Source: an optimization exercise on an open RTL-to-GDS flow (aim: small area, a short achievable clock period and few clock cycles per item). Production flows keep margins and buffers that such runs may drop.
Only simulation tests tie the RTL to the original design; equivalence was not proved.

Setup of v6:
## chiptune_sound_generator
module chiptune_sound_generator (
  input  logic        clk,
  input  logic        rst_n,
  input  logic        in_valid,
  output logic        in_stall,
  input  logic [1:0]  in_kind,
  input  logic [1:0]  in_voice,
  input  logic [23:0] in_phase_step,
  input  logic [3:0]  in_noise_rate,
  output logic        out_valid,
  input  logic        out_stall,
  output logic signed [15:0] out_sample,
  input  logic        psel,
  input  logic        penable,
  input  logic        pwrite,
  input  logic [4:0]  paddr,
  input  logic [31:0] pwdata,
  output logic [31:0] prdata,
  output logic        pready
);
For scale: roughly 5000 cells after synthesis, roughly 730 flip-flops, roughly 130 I/O pins, about 45000 um^2 of cells after synthesis.
Settings: LEC_CHECK=0, ABC_AREA=1, CAP_MARGIN=20, CORE_MARGIN=2, CORE_UTILIZATION=40, CTS_BUF_LIST=sky130_fd_sc_hd__clkbuf_8, SETUP_SLACK_MARGIN=5, SLEW_MARGIN=20; clock period 10.0 ns.
run.sh (not shown) runs the stock make flow with config.mk's settings and CLKGATE_MAP_FILE= SYNTH_SCRIPT=/design/flow/synth_recipe.tcl, a recipe that flattens the netlist after the stock synthesis.
Testbench counts of v6, summed over its fixed seeds: cycles 9,670, items 7,530.
Here is what was changed in the inputs of v7 compared with v6.
diff --git a/flow/design.v b/flow/design.v
--- a/flow/design.v
+++ b/flow/design.v
@@ -479,18 +479,18 @@
   logic [8:0]  env0_r, env1_r, env2_r;
   logic [14:0] nz_shift_r;
   logic [3:0]  nz_rate_r;
   logic [11:0] nz_count_r;
   logic        out_valid_r;
   logic signed [15:0] out_sample_r;
   logic [3:0]  prdata_r;
   logic in_acc, cfg_wr, adv, cap;
-  assign in_stall = in_stall_r;
-  assign in_acc   = in_valid && !in_stall_r;
+  assign in_stall = out_stall;
+  assign in_acc   = in_valid && !out_stall;
   assign cap      = in_acc && (in_kind == 2'd0);
   assign pready   = 1'b1;
   assign cfg_wr   = psel && penable && pwrite;
   assign out_valid  = out_valid_r;
   assign out_sample = out_sample_r;
   assign adv      = !(out_valid_r && out_stall);
   always_ff @(posedge clk) begin
     if (!rst_n) begin
@@ -598,21 +598,21 @@
             2'd1: env1_r[8:5] <= 4'd0;
             2'd2: tri_on_r <= 1'b0;
             default: env2_r[8:5] <= 4'd0;
           endcase
         end
       endcase
     end
   end
-  logic       c_v, k_v, in_stall_r;
-  logic [4:0] c_s, k_s;
-  logic [9:0] c_a, k_a;
-  logic [3:0] c_n, k_n;
-  logic       c_sg, k_sg;
+  logic       c_v;
+  logic [4:0] c_s;
+  logic [9:0] c_a;
+  logic [3:0] c_n;
+  logic       c_sg;
   logic [10:0] sg_sum;
   logic       sg_new;
   always_comb begin
     case (env2_r[8:5])
       4'd0: sg_sum = {1'b0, tri_a} + 11'h700;
       4'd1: sg_sum = {1'b0, tri_a} + 11'h70b;
       4'd2: sg_sum = {1'b0, tri_a} + 11'h716;
       4'd3: sg_sum = {1'b0, tri_a} + 11'h722;
@@ -628,42 +628,25 @@
       4'd13: sg_sum = {1'b0, tri_a} + 11'h795;
       4'd14: sg_sum = {1'b0, tri_a} + 11'h7a0;
       4'd15: sg_sum = {1'b0, tri_a} + 11'h7ac;
       default: sg_sum = '0;
     endcase
     sg_new = nz_shift_nxt[0] ? sg_sum[10] : (tri_a[9:8] == 2'd0);
   end
   always_ff @(posedge clk) begin
-    if (!rst_n) begin
-      c_v <= 1'b0;
-      k_v <= 1'b0;
-      in_stall_r <= 1'b0;
-    end else begin
-      in_stall_r <= !adv;
-      if (adv) begin
-        c_v <= k_v || cap;
-        k_v <= 1'b0;
-      end else if (cap) begin
-        k_v <= 1'b1;
-      end
-    end
+    if (!rst_n)   c_v <= 1'b0;
+    else if (adv) c_v <= cap;
   end
   always_ff @(posedge clk) begin
     if (adv) begin
-      c_s  <= k_v ? k_s  : s_new;
-      c_a  <= k_v ? k_a  : tri_a;
-      c_n  <= k_v ? k_n  : lvl_n;
-      c_sg <= k_v ? k_sg : sg_new;
-    end
-    if (!adv && cap) begin
-      k_s  <= s_new;
-      k_a  <= tri_a;
-      k_n  <= lvl_n;
-      k_sg <= sg_new;
+      c_s  <= s_new;
+      c_a  <= tri_a;
+      c_n  <= lvl_n;
+      c_sg <= sg_new;
     end
   end
   logic        f_v;
   logic signed [15:0] f_sum;
   csg_mix u_mix (.clk(clk), .rst_n(rst_n), .adv(adv), .c_v(c_v), .c_s(c_s), .c_a(c_a),
                  .c_n(c_n), .c_sg(c_sg), .f_v(f_v), .f_sum(f_sum));
   always_ff @(posedge clk) begin
     if (!rst_n)   out_valid_r <= 1'b0;
==> summary.txt <==
Remaining max-slew budget at the tightest pin sits lower in v7 than in v6.
Sort v6 and v7 by number of cells on the critical path asc -> top: v7
Diff v6 -> v7: time the final worst path needs with I/O delays and setup now larger; area after synthesis shows a reduction of 880 um^2; sequential standard cell area -1100 um^2.
Number of global-route vias before repair up 335 in v7 wrt v6
v7 against v6: number of cells produced by synthesis down about 1.5%; final hold slack down 18 ps.
When the final numbers for v6 and v7 were put side by side, the global-route usage turned out to be greater in v7.
Of v7 and v6, it is v7 that has the lower sequential share of layout area.
v7 vs. v6: design area went down by about 2.3%.
Testbench counts of v7, summed over its fixed seeds: cycles 9,670, items 7,530.

[port drivers added, routing unchanged]
In the flow no input, the clock included, has a driving cell. The finished layouts below were timed again as built, in two steps.
Step 1 assumes that a clkbuf_16 drives the clock port and a buf_2 every other input.
Step 2 moves the port delays by t, midway between the first and last clock arrival at a register: inputs arrive t later, outputs are due t later. That takes back most of the time a late clock gives input paths.
a / b / c = ideal ports / drivers / drivers and shift; a / b = the first two.
run | t, ns | setup WS [ns] | latest minus earliest clock arrival (ns) | worst data-port slew with drivers (ns)
v6 | 0.866 | 5.297 / 5.297 / 4.691 | 0.034 / 0.034 | 0.11
v7 | 0.823 | 5.076 / 5.055 / 4.596 | 0.065 / 0.065 | 0.12
After both steps setup and hold are still met in every run listed. For v6, which loses most, drivers alone change the setup slack by 0.000 ns; drivers and shift together by -0.606 ns.
